This is an optimization exercise on Yosys and OpenROAD, whose aim is small area, a short achievable clock period and few clock cycles per item, not a production implementation. RTL that was checked went through simulation tests only; none was proved equivalent to the original. Power and IR drop assume default switching activity.

## orange
==> flow/design.v <==
`timescale 1ns/100ps
package pipe_pkg;
  typedef logic [32-1:0] word_t;
  typedef logic [3-1:0]  reg_t;
  typedef logic [16-1:0]  imm_t;
  typedef enum logic [3:0] {
    OP_AND  = 4'd0,
    OP_NOT  = 4'd1,
    OP_OR   = 4'd2,
    OP_XOR  = 4'd3,
    OP_ADD  = 4'd4,
    OP_SUB  = 4'd5,
    OP_MOV0 = 4'd6,
    OP_MOV1 = 4'd7,
    OP_MOVI = 4'd8
  } opcode_t;
  typedef enum logic {
    FWD_RF = 1'b0,
    FWD_S3 = 1'b1
  } fwd_sel_t;
endpackage
`timescale 1ns/100ps
module inst_queue #(
  parameter int DEPTH = 13
) (
  input  logic        clk,
  input  logic        rst,
  input  logic        in_pass,
  input  logic [19:0] in_enc,
  input  logic        h_adv,
  output logic        in_accept,
  output logic        h_vld,
  output logic [19:0] h_enc
);
  logic [19:0] mem [DEPTH];
  logic [3:0]  wr_ptr;
  logic [3:0]  rd_ptr;
  logic [3:0]  cnt;
  logic        full_r;
  logic        empty_r;
  logic push;
  logic h_free;
  logic buf_wr;
  logic buf_rd;
  logic [3:0] cnt_nxt;
  assign push   = in_pass & ~full_r;
  assign h_free = ~h_vld | h_adv;
  assign buf_rd = h_free & ~empty_r;
  assign buf_wr = push & ~(h_free & empty_r);
  always_comb begin
    cnt_nxt = cnt;
    if (buf_wr & ~buf_rd) cnt_nxt = cnt + 4'd1;
    else if (buf_rd & ~buf_wr) cnt_nxt = cnt - 4'd1;
  end
  always_ff @(posedge clk) begin
    if (rst) begin
      wr_ptr  <= '0;
      rd_ptr  <= '0;
      cnt     <= '0;
      full_r  <= 1'b0;
      empty_r <= 1'b1;
      h_vld   <= 1'b0;
    end else begin
      if (buf_wr) wr_ptr <= (wr_ptr == 4'(DEPTH - 1)) ? 4'd0 : wr_ptr + 4'd1;
      if (buf_rd) rd_ptr <= (rd_ptr == 4'(DEPTH - 1)) ? 4'd0 : rd_ptr + 4'd1;
      cnt     <= cnt_nxt;
      full_r  <= (cnt_nxt == 4'(DEPTH));
      empty_r <= (cnt_nxt == 4'd0);
      if (h_free) h_vld <= ~empty_r | push;
    end
  end
  always_ff @(posedge clk) begin
    if (!full_r) mem[wr_ptr] <= in_enc;
  end
  always_ff @(posedge clk) begin
    if (h_free) h_enc <= empty_r ? in_enc : mem[rd_ptr];
  end
  assign in_accept = ~full_r;
endmodule
`timescale 1ns/100ps
module reg_file #(
  parameter int W = 8
) (
  input  logic  clk,
  input  pipe_pkg::reg_t ra0,
  input  pipe_pkg::reg_t ra1,
  input  logic           wen,
  input  pipe_pkg::reg_t wa,
  input  logic [W-1:0]   wdata,
  output logic [W-1:0]   rdata0,
  output logic [W-1:0]   rdata1
);
  localparam int N_REGS = 1 << 3;
  logic [W-1:0] mem [N_REGS];
  always_ff @(posedge clk) begin
    if (wen) mem[wa] <= wdata;
  end
  assign rdata0 = mem[ra0];
  assign rdata1 = mem[ra1];
endmodule
`timescale 1ns/100ps
module issue_stage (
  input  pipe_pkg::opcode_t in_op,
  input  pipe_pkg::reg_t    in_ra0,
  input  pipe_pkg::reg_t    in_ra1,
  input  pipe_pkg::reg_t    in_wa,
  input  pipe_pkg::imm_t    in_imm,
  output logic [19:0]       enc
);
  logic       movi;
  logic [2:0] op3;
  assign movi = (in_op == pipe_pkg::OP_MOVI);
  assign op3  = in_op[3] ? 3'd6 : in_op[2:0];
  assign enc = {in_wa, movi, movi ? in_imm : {7'b0, op3, in_ra1, in_ra0}};
endmodule
`timescale 1ns/100ps
module exec_unit #(
  parameter int N = 4
) (
  input  logic            clk,
  input  logic            rst,
  input  logic            hold,
  input  logic            h_vld,
  input  logic [19:0]     h_enc,
  output logic            h_adv,
  output logic            out_vld,
  output pipe_pkg::reg_t  out_wa,
  output pipe_pkg::word_t out_wdata
);
  localparam int W = 32 / N;
  logic [N-1:0]          v;
  logic [N-1:0][2:0]     wa;
  logic [N-1:0][2:0]     ra0;
  logic [N-1:0][2:0]     ra1;
  logic [N-1:0]          movi;
  logic [N-1:0][2:0]     op;
  logic [N-1:0]          arith;
  logic [N-1:0]          sub;
  logic [N-1:0]          cin;
  logic [N-1:0]          fwd0;
  logic [N-1:0]          fwd1;
  logic [N-1:0][15:0]    imm;
  logic [N-1:0][W-1:0]   opa;
  logic [N-1:0][W-1:0]   opb;
  logic [N-1:0][W-1:0]   r;
  logic [N-1:0][31:0]    cr;
  logic [31:0]           out_lo;
  logic [N-1:0]          in_v;
  logic [N-1:0][2:0]     in_wa;
  logic [N-1:0][2:0]     in_ra0;
  logic [N-1:0][2:0]     in_ra1;
  logic [N-1:0]          in_movi;
  logic [N-1:0][2:0]     in_op;
  logic [N-1:0][15:0]    in_imm;
  logic [N-1:0][W-1:0]   rd0;
  logic [N-1:0][W-1:0]   rd1;
  logic [N-1:0]          ex;
  logic [N-1:0]          fr;
  logic [N-1:0][W-1:0]   a;
  logic [N-1:0][W-1:0]   b;
  logic [N-1:0][W-1:0]   res;
  logic [N-1:0]          cout;
  assign fr[N-1] = ~v[N-1] | ~hold;
  assign ex[N-1] = v[N-1] & ~hold;
  for (genvar k = 0; k < N - 1; k++) begin : g_adv
    assign fr[k] = ~v[k] | fr[k+1];
    assign ex[k] = v[k] & fr[k+1];
  end
  assign h_adv = fr[0];
  assign in_v[0]     = h_vld;
  assign in_wa[0]    = h_enc[19:17];
  assign in_ra0[0]   = h_enc[2:0];
  assign in_ra1[0]   = h_enc[5:3];
  assign in_movi[0]  = h_enc[16];
  assign in_op[0]    = h_enc[16] ? 3'd7 : h_enc[8:6];
  assign in_imm[0]   = h_enc[15:0];
  for (genvar k = 1; k < N; k++) begin : g_in
    assign in_v[k]     = v[k-1];
    assign in_wa[k]    = wa[k-1];
    assign in_ra0[k]   = ra0[k-1];
    assign in_ra1[k]   = ra1[k-1];
    assign in_movi[k]  = movi[k-1];
    assign in_op[k]    = op[k-1];
    assign in_imm[k]   = imm[k-1];
  end
  for (genvar k = 0; k < N; k++) begin : g_slice
    reg_file #(.W(W)) i_rf (
      .clk    (clk),
      .ra0    (in_ra0[k]),
      .ra1    (in_ra1[k]),
      .wen    (v[k]),
      .wa     (wa[k]),
      .wdata  (res[k]),
      .rdata0 (rd0[k]),
      .rdata1 (rd1[k])
    );
    always_ff @(posedge clk) begin
      if (rst) v[k] <= 1'b0;
      else if (fr[k]) v[k] <= in_v[k];
    end
    always_ff @(posedge clk) begin
      if (fr[k]) begin
        wa[k]    <= in_wa[k];
        ra0[k]   <= in_ra0[k];
        ra1[k]   <= in_ra1[k];
        movi[k]  <= in_movi[k];
        op[k]    <= in_op[k];
        imm[k]   <= in_imm[k];
      end
    end
    always_ff @(posedge clk) begin
      fwd0[k] <= ex[k] && (wa[k] == in_ra0[k]);
      fwd1[k] <= ex[k] && (wa[k] == in_ra1[k]) && !in_movi[k];
    end
    always_ff @(posedge clk) begin
      if (fr[k])        opa[k] <= rd0[k];
      else if (fwd0[k]) opa[k] <= r[k];
      if (fr[k])        opb[k] <= in_movi[k] ? ((k * W < 16) ? W'(in_imm[k] >> (k * W)) : '0)
                                             : (rd1[k] ^ {W{in_op[k] == 3'd5}});
      else if (fwd1[k]) opb[k] <= r[k] ^ {W{sub[k]}};
    end
    logic [3:0] lut;
    always_comb begin
      case (op[k])
        3'd0:    lut = 4'b1000;
        3'd1:    lut = 4'b0011;
        3'd2:    lut = 4'b1110;
        3'd3:    lut = 4'b0110;
        3'd6:    lut = 4'b1100;
        default: lut = 4'b1010;
      endcase
    end
    assign arith[k] = (op[k][2:1] == 2'b10);
    assign sub[k]   = (op[k] == 3'd5);
    assign a[k] = fwd0[k] ? r[k] : opa[k];
    assign b[k] = fwd1[k] ? (r[k] ^ {W{sub[k]}}) : opb[k];
    logic [W+1:0] s;
    logic [W-1:0] l;
    logic         c;
    if (k == 0) begin : g_c0
      assign c = sub[k];
    end else begin : g_cn
      assign c = cin[k];
    end
    assign s = {1'b0, a[k], 1'b1} + {1'b0, b[k], c};
    always_comb begin
      for (int i = 0; i < W; i++) begin
        l[i] = lut[{a[k][i], b[k][i]}];
      end
    end
    assign res[k]  = arith[k] ? s[W:1] : l;
    assign cout[k] = s[W+1];
    always_ff @(posedge clk) begin
      if (ex[k]) r[k] <= res[k];
    end
    if (k > 0) begin : g_cin
      always_ff @(posedge clk) begin
        if (fr[k]) cin[k] <= cout[k-1];
      end
    end else begin : g_cin0
      assign cin[k] = 1'b0;
    end
    always_ff @(posedge clk) begin
      if (k < 2) cr[k] <= '0;
      else if (fr[k]) cr[k] <= cr[(k < 2) ? 0 : k-1] | (32'(r[(k < 2) ? 0 : k-2]) << ((k < 2) ? 0 : (k-2) * W));
    end
  end
  always_ff @(posedge clk) begin
    if (rst) out_vld <= 1'b0;
    else     out_vld <= ex[N-1];
  end
  always_ff @(posedge clk) begin
    out_wa <= wa[N-1];
    out_lo <= cr[N-1] | (32'(r[N-2]) << ((N-2) * W));
  end
  assign out_wdata = {r[N-1], out_lo[(N-1)*W-1:0]};
endmodule
`timescale 1ns/100ps
module precompute_pipe (
  input  logic    clk,
  input  logic    rst,
  input  logic    in_pass,
  input  logic [3:0]  in_op,
  input  logic [2:0]  in_ra0,
  input  logic [2:0]  in_ra1,
  input  logic [2:0]  in_wa,
  input  logic [15:0] in_imm,
  input  logic    hold,
  output logic    in_accept,
  output logic    out_vld,
  output logic [2:0]  out_wa,
  output logic [31:0] out_wdata
);
  logic [19:0] in_enc;
  logic        h_vld;
  logic [19:0] h_enc;
  logic        h_adv;
  issue_stage i_issue_stage (
    .in_op  (pipe_pkg::opcode_t'(in_op)),
    .in_ra0 (in_ra0),
    .in_ra1 (in_ra1),
    .in_wa  (in_wa),
    .in_imm (in_imm),
    .enc    (in_enc)
  );
  inst_queue #(.DEPTH(15 - 4)) i_inst_queue (
    .clk       (clk),
    .rst       (rst),
    .in_pass   (in_pass),
    .in_enc    (in_enc),
    .h_adv     (h_adv),
    .in_accept (in_accept),
    .h_vld     (h_vld),
    .h_enc     (h_enc)
  );
  exec_unit i_exec_unit (
    .clk       (clk),
    .rst       (rst),
    .hold      (hold),
    .h_vld     (h_vld),
    .h_enc     (h_enc),
    .h_adv     (h_adv),
    .out_vld   (out_vld),
    .out_wa    (out_wa),
    .out_wdata (out_wdata)
  );
endmodule
==> flow/config.mk <==
export PLATFORM = sky130hd
export DESIGN_NAME = precompute_pipe
export DESIGN_NICKNAME = precompute_pipe
export VERILOG_FILES = /design/flow/design.v
export SDC_FILE = /design/flow/constraint.sdc
export NUM_CORES = 4
export LEC_CHECK = 0
export CAP_MARGIN = 20
export CORE_MARGIN = 2
export CORE_UTILIZATION = 60
export PLACE_DENSITY = 0.75
export SETUP_SLACK_MARGIN = 2.0
export SLEW_MARGIN = 20
==> flow/constraint.sdc <==
create_clock -name core_clock -period 4.5 [get_ports {clk}]
set_input_delay 0.9000 -clock core_clock [delete_from_list [all_inputs] [get_ports {clk}]]
set_output_delay 0.9000 -clock core_clock [all_outputs]
set_load 0.01 [all_outputs]
run.sh (not shown) runs the stock make flow with config.mk's settings and CLKGATE_MAP_FILE= SYNTH_SCRIPT=/design/flow/synth_recipe.tcl, a recipe that flattens the netlist after the stock synthesis.
orange completed; timing, DRC and antenna clean
For red, these inputs were changed with respect to orange:
--- a/flow/design.v
+++ b/flow/design.v
@@ -112,13 +112,13 @@
   assign movi = (in_op == pipe_pkg::OP_MOVI);
   assign op3  = in_op[3] ? 3'd6 : in_op[2:0];
   assign enc = {in_wa, movi, movi ? in_imm : {7'b0, op3, in_ra1, in_ra0}};
 endmodule
 `timescale 1ns/100ps
 module exec_unit #(
-  parameter int N = 4
+  parameter int N = 8
 ) (
   input  logic            clk,
   input  logic            rst,
   input  logic            hold,
   input  logic            h_vld,
   input  logic [19:0]     h_enc,
@@ -300,13 +300,13 @@
     .in_ra0 (in_ra0),
     .in_ra1 (in_ra1),
     .in_wa  (in_wa),
     .in_imm (in_imm),
     .enc    (in_enc)
   );
-  inst_queue #(.DEPTH(15 - 4)) i_inst_queue (
+  inst_queue #(.DEPTH(15 - 8)) i_inst_queue (
     .clk       (clk),
     .rst       (rst),
     .in_pass   (in_pass),
     .in_enc    (in_enc),
     .h_adv     (h_adv),
     .in_accept (in_accept),
Results
Sequential cell count of the final layout is lower on orange. The lower data arrival at the endpoint of the critical path came out of red. Compared with orange, in red worst setup margin shows an increase of 0.45 ns, core area shows an increase of 7.2%, post-DP HPWL shows an increase of about 5%, routed wire length per instance shows a reduction of 2.7 um, detailed-routing iteration count for the pre-antenna-repair pass shows a reduction of 1. red ended up with i_exec_unit.op[22] as its first element of the critical path; orange ended up with i_exec_unit.op[2]. red against orange; CTS buffer count is up by a little under 10%. Timing-limited maximum frequency ended up 16% higher on red than on orange. The share of the clock period used by the worst path after layout number comes out lower for red vs orange. Compared with orange, red shows a lower global-route wire length before repair. | relative contribution of the clock network to total power | red vs orange | 2.3 points higher |. Termination of the worst setup path = i_exec_unit.g_slice[7].i_rf.mem[5][3]: red; termination of the worst setup path = i_exec_unit.g_slice[0].i_rf.mem[2][6]: orange.
No functional check of the RTL was part of any run of this note.


Another version of the RTL of precompute_pipe (not shown whole).
Size in the first run: about 830 flip-flops, ~70 I/O pins.
==> module exec_unit, before the edit <==
module exec_unit #(
  parameter int N = 8
) (
  input  logic            clk,
  input  logic            rst,
  input  logic            hold,
  input  logic            h_vld,
  input  logic [19:0]     h_enc,
  output logic            h_adv,
  output logic            out_vld,
  output pipe_pkg::reg_t  out_wa,
  output pipe_pkg::word_t out_wdata
);
  localparam int W = 32 / N;
  logic [N-1:0]          v;
  logic [N-1:0][2:0]     wa;
  logic [N-1:0][2:0]     ra0;
  logic [N-1:0][2:0]     ra1;
  logic [N-1:0]          movi;
  logic [N-1:0][3:0]     lut;
  logic [N-1:0]          arith;
  logic [N-1:0]          sub;
  logic [N-1:0]          cin;
  logic [N-1:0]          fwd0;
  logic [N-1:0]          fwd1;
  logic [N-1:0][15:0]    imm;
  logic [N-1:0][W-1:0]   opa;
  logic [N-1:0][W-1:0]   opb;
  logic [N-1:0][W-1:0]   r;
  logic [N-1:0][31:0]    cr;
  logic [31:0]           out_lo;
  logic [N-1:0]          in_v;
  logic [N-1:0][2:0]     in_wa;
  logic [N-1:0][2:0]     in_ra0;
  logic [N-1:0][2:0]     in_ra1;
  logic [N-1:0]          in_movi;
  logic [N-1:0][3:0]     in_lut;
  logic [N-1:0]          in_arith;
  logic [N-1:0]          in_sub;
  logic [N-1:0][15:0]    in_imm;
  logic [N-1:0][W-1:0]   rd0;
  logic [N-1:0][W-1:0]   rd1;
  logic [N-1:0]          ex;
  logic [N-1:0]          fr;
  logic [N-1:0][W-1:0]   a;
  logic [N-1:0][W-1:0]   b;
  logic [N-1:0][W-1:0]   res;
  logic [N-1:0]          cout;
  assign fr[N-1] = ~v[N-1] | ~hold;
  assign ex[N-1] = v[N-1] & ~hold;
  for (genvar k = 0; k < N - 1; k++) begin : g_adv
    assign fr[k] = ~v[k] | fr[k+1];
    assign ex[k] = v[k] & fr[k+1];
  end
  assign h_adv = fr[0];
  assign in_v[0]     = h_vld;
  assign in_wa[0]    = h_enc[19:17];
  assign in_ra0[0]   = h_enc[2:0];
  assign in_ra1[0]   = h_enc[5:3];
  assign in_movi[0]  = h_enc[16];
  assign in_lut[0]   = h_enc[16] ? 4'b1010 : h_enc[11:8];
  assign in_arith[0] = ~h_enc[16] & h_enc[7];
  assign in_sub[0]   = h_enc[6];
  assign in_imm[0]   = h_enc[15:0];
  for (genvar k = 1; k < N; k++) begin : g_in
    assign in_v[k]     = v[k-1];
    assign in_wa[k]    = wa[k-1];
    assign in_ra0[k]   = ra0[k-1];
    assign in_ra1[k]   = ra1[k-1];
    assign in_movi[k]  = movi[k-1];
    assign in_lut[k]   = lut[k-1];
    assign in_arith[k] = arith[k-1];
    assign in_sub[k]   = sub[k-1];
    assign in_imm[k]   = imm[k-1];
  end
  for (genvar k = 0; k < N; k++) begin : g_slice
    reg_file #(.W(W)) i_rf (
      .clk    (clk),
      .ra0    (in_ra0[k]),
      .ra1    (in_ra1[k]),
      .wen    (v[k]),
      .wa     (wa[k]),
      .wdata  (res[k]),
      .rdata0 (rd0[k]),
      .rdata1 (rd1[k])
    );
    always_ff @(posedge clk) begin
      if (rst) v[k] <= 1'b0;
      else if (fr[k]) v[k] <= in_v[k];
    end
    always_ff @(posedge clk) begin
      if (fr[k]) begin
        wa[k]    <= in_wa[k];
        ra0[k]   <= in_ra0[k];
        ra1[k]   <= in_ra1[k];
        movi[k]  <= in_movi[k];
        lut[k]   <= in_lut[k];
        arith[k] <= in_arith[k];
        sub[k]   <= in_sub[k];
        imm[k]   <= in_imm[k];
        fwd0[k]  <= ex[k] && (wa[k] == in_ra0[k]);
        fwd1[k]  <= ex[k] && (wa[k] == in_ra1[k]) && !in_movi[k];
        opa[k]   <= rd0[k];
        opb[k]   <= in_movi[k] ? ((k * W < 16) ? W'(in_imm[k] >> (k * W)) : '0) : rd1[k];
      end
    end
    assign a[k] = fwd0[k] ? r[k] : opa[k];
    assign b[k] = fwd1[k] ? r[k] : opb[k];
    logic [W+1:0] s;
    logic [W-1:0] l;
    logic         c;
    if (k == 0) begin : g_c0
      assign c = sub[k];
    end else begin : g_cn
      assign c = cin[k];
    end
    assign s = {1'b0, a[k], 1'b1} + {1'b0, b[k] ^ {W{sub[k]}}, c};
    always_comb begin
      for (int i = 0; i < W; i++) begin
        l[i] = lut[k][{a[k][i], b[k][i]}];
      end
    end
    assign res[k]  = arith[k] ? s[W:1] : l;
    assign cout[k] = s[W+1];
    always_ff @(posedge clk) begin
      if (ex[k]) r[k] <= res[k];
    end
    if (k > 0) begin : g_cin
      always_ff @(posedge clk) begin
        if (fr[k]) cin[k] <= cout[k-1];
      end
    end else begin : g_cin0
      assign cin[k] = 1'b0;
    end
    always_ff @(posedge clk) begin
      if (k < 2) cr[k] <= '0;
      else if (fr[k]) cr[k] <= cr[(k < 2) ? 0 : k-1] | (32'(r[(k < 2) ? 0 : k-2]) << ((k < 2) ? 0 : (k-2) * W));
    end
  end
  always_ff @(posedge clk) begin
    if (rst) out_vld <= 1'b0;
    else     out_vld <= ex[N-1];
  end
  always_ff @(posedge clk) begin
    out_wa <= wa[N-1];
    out_lo <= cr[N-1] | (32'(r[N-2]) << ((N-2) * W));
  end
  assign out_wdata = {r[N-1], out_lo[(N-1)*W-1:0]};
endmodule
==> module precompute_pipe, before the edit <==
module precompute_pipe (
  input  logic    clk,
  input  logic    rst,
  input  logic    in_pass,
  input  logic [3:0]  in_op,
  input  logic [2:0]  in_ra0,
  input  logic [2:0]  in_ra1,
  input  logic [2:0]  in_wa,
  input  logic [15:0] in_imm,
  input  logic    hold,
  output logic    in_accept,
  output logic    out_vld,
  output logic [2:0]  out_wa,
  output logic [31:0] out_wdata
);
  logic [19:0] in_enc;
  logic        h_vld;
  logic [19:0] h_enc;
  logic        h_adv;
  issue_stage i_issue_stage (
    .in_op  (pipe_pkg::opcode_t'(in_op)),
    .in_ra0 (in_ra0),
    .in_ra1 (in_ra1),
    .in_wa  (in_wa),
    .in_imm (in_imm),
    .enc    (in_enc)
  );
  inst_queue #(.DEPTH(15 - 8)) i_inst_queue (
    .clk       (clk),
    .rst       (rst),
    .in_pass   (in_pass),
    .in_enc    (in_enc),
    .h_adv     (h_adv),
    .in_accept (in_accept),
    .h_vld     (h_vld),
    .h_enc     (h_enc)
  );
  exec_unit i_exec_unit (
    .clk       (clk),
    .rst       (rst),
    .hold      (hold),
    .h_vld     (h_vld),
    .h_enc     (h_enc),
    .h_adv     (h_adv),
    .out_vld   (out_vld),
    .out_wa    (out_wa),
    .out_wdata (out_wdata)
  );
endmodule
clock: 4.5 ns
lec_check: 0
cap_margin: 20
core_margin: 2
core_utilization: 60
place_density: 0.75
setup_slack_margin: 2.0
slew_margin: 20
Testbench counts at the start, summed over its fixed seeds: cycles 12,080, items 12,000.
Rerun with:
--- a/flow/design.v
+++ b/flow/design.v
@@ -130,13 +130,13 @@
   end
   assign enc = {in_wa, movi,
                 movi ? in_imm : {4'b0000, lut, arith, sub, in_ra1, in_ra0}};
 endmodule
 `timescale 1ns/100ps
 module exec_unit #(
-  parameter int N = 8
+  parameter int N = 4
 ) (
   input  logic            clk,
   input  logic            rst,
   input  logic            hold,
   input  logic            h_vld,
   input  logic [19:0]     h_enc,
@@ -306,13 +306,13 @@
     .in_ra0 (in_ra0),
     .in_ra1 (in_ra1),
     .in_wa  (in_wa),
     .in_imm (in_imm),
     .enc    (in_enc)
   );
-  inst_queue #(.DEPTH(15 - 8)) i_inst_queue (
+  inst_queue #(.DEPTH(15 - 4)) i_inst_queue (
     .clk       (clk),
     .rst       (rst),
     .in_pass   (in_pass),
     .in_enc    (in_enc),
     .h_adv     (h_adv),
     .in_accept (in_accept),
Outcome: Power is higher by 7.1%. Synthesized area is lower by 5.3%. First-iteration DRC count is higher by 9.8%. Sequential share of layout area is lower by 5.2 points. Register-to-register slack got worse by 0.55 ns. Design area is lower by 1.1%. Final cell count is higher by 0.83%. Utilization is higher by 2.8 points. Hold slack got worse by 0.0033 ns. Fmax is lower by 17%. Worst setup slack got worse by 0.50 ns. Clock-buffer cell count is lower by 9. Routed wire length is higher by 9.9%. Sequential power is lower by about 10%.
No functional check of the RTL was part of the second run of this note.

-- static timing again, ports no longer ideal --
The flow's constraints put no driver on any port. The routed layouts listed below were extracted and timed again, unchanged, in two steps. Step 1, drivers: a clkbuf_16 drives clk and a buf_2 each remaining input, both assumed. Step 2 also shifts input and output timing later by t, the mid clock arrival at the registers, as if the neighbouring blocks saw the same clock. Three values: ideal ports, drivers, drivers and shift; two values: the first two.
| run | t (ns) | setup slack, ns | cell pins on the clock port's net |
|---|---|---|---|
| orange | 0.683 | 1.249 / 1.249 / 1.249 | 1 |
| red | 0.689 | 1.695 / 1.695 / 1.454 | 1 |
| the first run of note 2 | 0.675 | 2.042 / 1.999 / 1.395 | 1 |
| the second run of note 2 | 0.674 | 1.539 / 1.539 / 1.508 | 1 |
After both steps setup and hold are still met in every run listed. For the first run of note 2, which loses most, drivers alone change the setup slack by -0.043 ns; drivers and shift together by -0.647 ns.
